Context: an optimization exercise on an open-source flow, tuned for small area. The choices shown serve that exercise and are no tape-out recipe. Function was checked by simulation only, so behaviour that the tests miss may differ from the original.

## red
==> flow/design.v <==
`timescale 1ns/100ps
`timescale 1ns/100ps
`timescale 1ns/100ps
`timescale 1ns/100ps
`timescale 1ns/100ps
`timescale 1ns/100ps
`timescale 1ns/100ps
`timescale 1ns/100ps
`timescale 1ns/100ps
module lc4_cpu (
   input  logic        gwe,
   input  logic        i_arst_n,
   input  logic [15:0] i_imem_insn,
   output logic [15:0] o_imem_addr,
   input  logic [15:0] i_dmem_data,
   output logic [15:0] o_dmem_addr,
   output logic        o_dmem_we,
   output logic [15:0] o_dmem_wdata,
   output logic        o_retire_valid,
   output logic [15:0] o_retire_pc,
   output logic [15:0] o_retire_insn,
   output logic        o_retire_we,
   output logic [2:0]  o_retire_wsel,
   output logic [15:0] o_retire_data
);
   logic       init;     
   logic [2:0] ph;       
   logic       rot;      
   logic       last;
   assign last = (ph == 3'd7);
   always_ff @(posedge gwe or negedge i_arst_n) begin
      if (!i_arst_n) begin
         init <= 1'b1;
         ph   <= 3'd0;
         rot  <= 1'b0;
      end else begin
         ph <= ph + 3'd1;
         if (last) begin
            init <= 1'b0;
            rot  <= ~rot & ~init;
         end
      end
   end
   logic [15:0] insn;
   logic [3:0]  op;
   logic        is_br, is_arith, is_logic, is_ldr, is_str, is_const, is_jmp, is_jmpr;
   logic        regwe, cond, taken_rel;
   logic        nf, zf;    
   assign insn     = i_imem_insn;
   assign op       = insn[15:12];
   assign is_br    = (op == 4'b0000);
   assign is_arith = (op == 4'b0001);
   assign is_logic = (op == 4'b0101);
   assign is_ldr   = (op == 4'b0110);
   assign is_str   = (op == 4'b0111);
   assign is_const = (op == 4'b1001);
   assign is_jmp   = (op == 4'b1100);
   assign is_jmpr  = is_jmp & ~insn[11];
   assign regwe = (is_arith & (insn[5] | ~insn[3])) | is_logic | is_ldr | is_const;
   assign cond      = (insn[11] & nf) | (insn[10] & zf) | (insn[9] & ~nf & ~zf);
   assign taken_rel = (is_br & cond) | (is_jmp & insn[11]);
   logic        w5, w6, w9, sgn;
   logic [15:0] imm;
   assign w5  = is_arith | is_logic;
   assign w6  = is_ldr | is_str;
   assign w9  = is_br | is_const;
   assign sgn = w5 ? insn[4] : w6 ? insn[5] : w9 ? insn[8] : insn[10];
   always_comb begin
      imm        = {16{sgn}};
      imm[4:0]   = insn[4:0];
      if (!w5)        imm[5]    = insn[5];
      if (!w5 && !w6) imm[8:6]  = insn[8:6];
      if (!w5 && !w6 && !w9) imm[10:9] = insn[10:9];
      if (rot && !taken_rel) imm = 16'd0;
   end
   logic [15:0] rf [8];    
   logic [15:0] pc_q;      
   logic [15:0] a_q;       
   logic [15:0] b_q;       
   logic [1:0]  rs_dig, rt_dig, pc_dig, imm_dig;
   logic [2:0]  rt_sel;
   assign rt_sel  = is_str ? insn[11:9] : insn[2:0];
   assign rs_dig  = rf[insn[8:6]][1:0];
   assign rt_dig  = rf[rt_sel][1:0];
   assign pc_dig  = pc_q[{ph, 1'b0} +: 2];
   assign imm_dig = imm[{ph, 1'b0} +: 2];
   logic       sub, cin0, c_in, c_q, use_rt;
   logic [1:0] opa, opb;
   logic [2:0] sum;
   assign use_rt = ~rot & w5 & ~insn[5];
   assign sub    = ~rot & is_arith & ~insn[5] & insn[4];
   assign cin0   = rot ? ~is_jmpr : sub;
   assign c_in   = (ph == 3'd0) ? cin0 : c_q;
   assign opa    = (rot & ~is_jmpr) ? pc_dig : rs_dig;
   assign opb    = (use_rt ? rt_dig : imm_dig) ^ {2{sub}};
   assign sum    = {1'b0, opa} + {1'b0, opb} + {2'b00, c_in};
   always_ff @(posedge gwe) c_q <= sum[2];
   logic [1:0] alu, b_in, a_in;
   logic [3:0] tt;
   logic [1:0] y;
   logic       use_sum;
   assign y       = is_str ? rt_dig : opb;
   assign use_sum = ~(is_logic | is_const | is_str | is_ldr);
   always_comb begin
      if (is_logic & ~insn[5]) begin
         case (insn[4:3])
            2'b00:   tt = 4'b1000;    
            2'b01:   tt = 4'b0011;    
            2'b10:   tt = 4'b1110;    
            default: tt = 4'b0110;    
         endcase
      end else if (is_logic)
         tt = 4'b1000;                
      else if (is_ldr)
         tt = 4'b0000;                
      else
         tt = 4'b1010;                
   end
   assign alu = use_sum ? sum[1:0] : {tt[{rs_dig[1], y[1]}], tt[{rs_dig[0], y[0]}]};
   assign b_in = rot ? b_q[1:0] : alu;
   assign a_in = init ? {(ph == 3'd4) | (ph == 3'd7), 1'b0} : sum[1:0];
   logic ld_now;
   assign ld_now = rot & (ph == 3'd0) & is_ldr;
   always_ff @(posedge gwe) begin
      a_q <= {a_in, a_q[15:2]};
      b_q <= {b_in, b_q[15:2]} | ({i_dmem_data[1:0], i_dmem_data[15:2]} & {16{ld_now}});
      if (last & (rot | init))
         pc_q <= {a_in, a_q[15:2]};
   end
   always_ff @(posedge gwe) begin
      if (last & (init | (rot & regwe))) begin
         nf <= b_q[1] & ~init;
         zf <= (b_q == 16'd0) | init;
      end
   end
   logic [1:0] w_dig;
   assign w_dig = (ld_now ? i_dmem_data[1:0] : b_q[1:0]) & {2{~init}};
   always_ff @(posedge gwe) begin
      for (int k = 0; k < 8; k++) begin
         if (init | (rot & regwe & (insn[11:9] == 3'(k))))
            rf[k] <= {w_dig, rf[k][15:2]};
         else
            rf[k] <= {rf[k][1:0], rf[k][15:2]};
      end
   end
   assign o_imem_addr    = pc_q;
   assign o_dmem_addr    = a_q;
   assign o_dmem_wdata   = b_q;
   assign o_dmem_we      = ~init & rot & (ph == 3'd0) & is_str;
   assign o_retire_valid = ~init & rot & last;
   assign o_retire_pc    = pc_q;
   assign o_retire_insn  = insn;
   assign o_retire_we    = regwe;
   assign o_retire_wsel  = insn[11:9];
   assign o_retire_data  = {b_q[1:0], b_q[15:2]};
endmodule
clock: 5.2 ns
lec_check: 0
abc_area: 1
cap_margin: 20
core_margin: 2
core_utilization: 40
cts_buf_list: sky130_fd_sc_hd__clkbuf_8
place_density: 0.6
slew_margin: 20
standard.sh (not shown) runs the stock make flow with config.mk's settings and CLKGATE_MAP_FILE= SYNTH_SCRIPT=/design/flow/synth_recipe.tcl, a recipe that flattens the netlist after the stock synthesis.
==> flow/flow/run.sh <==
#!/bin/bash
# Layout: the standard flow (standard.sh) with two changes:
#  - the port buffers are sky130_fd_sc_hd__buf_1 (BUFFER_PORTS_ARGS);
#  - synthesis maps the logic with flow/abc.script in place of ORFS's abc
#    script. It is synth_recipe.tcl with a wrapper around yosys abc that swaps
#    the -script argument; everything else in synthesis, registers included,
#    is as synth_recipe.tcl makes it.
# Each tool's output goes to a log in this folder: synth_tcl.log (the script),
# standard.log (make and every ORFS step; ORFS's own per-step logs are under orfs/logs).
set -euo pipefail
here=$(pwd)
export BUFFER_PORTS_ARGS="-buffer_cell sky130_fd_sc_hd__buf_1"
export MY_ABC_SCRIPT="$here/flow/abc.script"
{
  head -n 1 synth_recipe.tcl
  cat <<'TCL'
proc abc {args} {
  set i [lsearch -exact $args -script]
  if {$i >= 0} {
    set args [lreplace $args $i [expr {$i + 1}] -script $::env(MY_ABC_SCRIPT)]
  }
  yosys abc {*}$args
}
TCL
  tail -n +2 synth_recipe.tcl
} > my_synth.tcl
cp my_synth.tcl synth_tcl.log
sed "s#SYNTH_SCRIPT=[^ ]*#SYNTH_SCRIPT=$here/my_synth.tcl#" standard.sh > my_standard.sh
grep -q "SYNTH_SCRIPT=$here/my_synth.tcl" my_standard.sh
bash my_standard.sh > standard.log 2>&1
==> flow/flow/abc.script <==
strash; dch; amap; topo; stime -c
For green, these inputs were changed with respect to red:
-- flow/design.v --
<<< red, line 97
   always_ff @(posedge gwe) c_q <= sum[2];
   logic [1:0] alu, b_in, a_in;
   logic [3:0] tt;
   logic [1:0] y;
   logic       use_sum;
   assign y       = is_str ? rt_dig : opb;
   assign use_sum = ~(is_logic | is_const | is_str | is_ldr);
   always_comb begin
      if (is_logic & ~insn[5]) begin
         case (insn[4:3])
            2'b00:   tt = 4'b1000;    
            2'b01:   tt = 4'b0011;    
            2'b10:   tt = 4'b1110;    
            default: tt = 4'b0110;    
         endcase
      end else if (is_logic)
         tt = 4'b1000;                
      else if (is_ldr)
         tt = 4'b0000;                
      else
         tt = 4'b1010;                
   end
   assign alu = use_sum ? sum[1:0] : {tt[{rs_dig[1], y[1]}], tt[{rs_dig[0], y[0]}]};
   assign b_in = rot ? b_q[1:0] : alu;
   assign a_in = init ? {(ph == 3'd4) | (ph == 3'd7), 1'b0} : sum[1:0];
>>> green, line 97
   always_ff @(posedge gwe) c_q <= sum[2];
   logic [1:0] alu, b_in, a_in;
   always_comb begin
      if (is_logic) begin
         if (insn[5])
            alu = rs_dig & opb;
         else begin
            case (insn[4:3])
               2'b00:   alu = rs_dig & opb;
               2'b01:   alu = ~rs_dig;
               2'b10:   alu = rs_dig | opb;
               default: alu = rs_dig ^ opb;
            endcase
         end
      end else if (is_const)
         alu = imm_dig;
      else if (is_str)
         alu = rt_dig;
      else
         alu = sum[1:0];
   end
   assign b_in = rot ? b_q[1:0] : alu;
   assign a_in = init ? {(ph == 3'd4) | (ph == 3'd7), 1'b0} : sum[1:0];
<<< red, line 124
   always_ff @(posedge gwe) begin
      a_q <= {a_in, a_q[15:2]};
      b_q <= {b_in, b_q[15:2]} | ({i_dmem_data[1:0], i_dmem_data[15:2]} & {16{ld_now}});
      if (last & (rot | init))
         pc_q <= {a_in, a_q[15:2]};
>>> green, line 122
   always_ff @(posedge gwe) begin
      a_q <= {a_in, a_q[15:2]};
      if (ld_now)
         b_q <= {i_dmem_data[1:0], i_dmem_data[15:2]};
      else
         b_q <= {b_in, b_q[15:2]};
      if (last & (rot | init))
         pc_q <= {a_in, a_q[15:2]};
- Summary of green over red: largest voltage drop on the vdd net down about 15%, utilization flat, overall via count from detail_route +35, fraction of area in registers saw a decrease.
- Global routing usage on met3 of green is on par with red.
- Number of buffers on the longest clock path: green vs red identical
- green vs red: post-synthesis cell type count down
- When green is set beside red, its cell count turns out to be 21 larger.
- In the metrics for green and red, the one carrying the lower tap cell count is red.

==> afterwards: timing with drivers on the ports <==
The results above use ideal ports. As a check the final layouts listed here were re-extracted and re-timed, cells and wires unchanged. Step 1, drivers: a clkbuf_16 drives gwe and a buf_2 each remaining input, both assumed. Step 2 moves the port delays by t, midway between the first and last clock arrival at a register: inputs arrive t later, outputs are due t later. That takes back most of the time a late clock gives input paths. Slacks: no drivers / after step 1 / after step 2; pairs: no drivers / after step 1.
run | shift t [ns] | slack for setup (ns) | hold slack, ns | slew at the worst register clock pin (ns)
red | 0.482 | 0.515 / 0.529 / 0.047 | 0.326 / 0.326 / 0.326 | 0.09 / 0.09
green | 0.481 | 0.623 / 0.637 / 0.156 | 0.327 / 0.327 / 0.327 | 0.09 / 0.09
After both steps setup and hold are still met in every run listed. For red, which loses most, drivers alone change the setup slack by +0.014 ns; drivers and shift together by -0.468 ns.
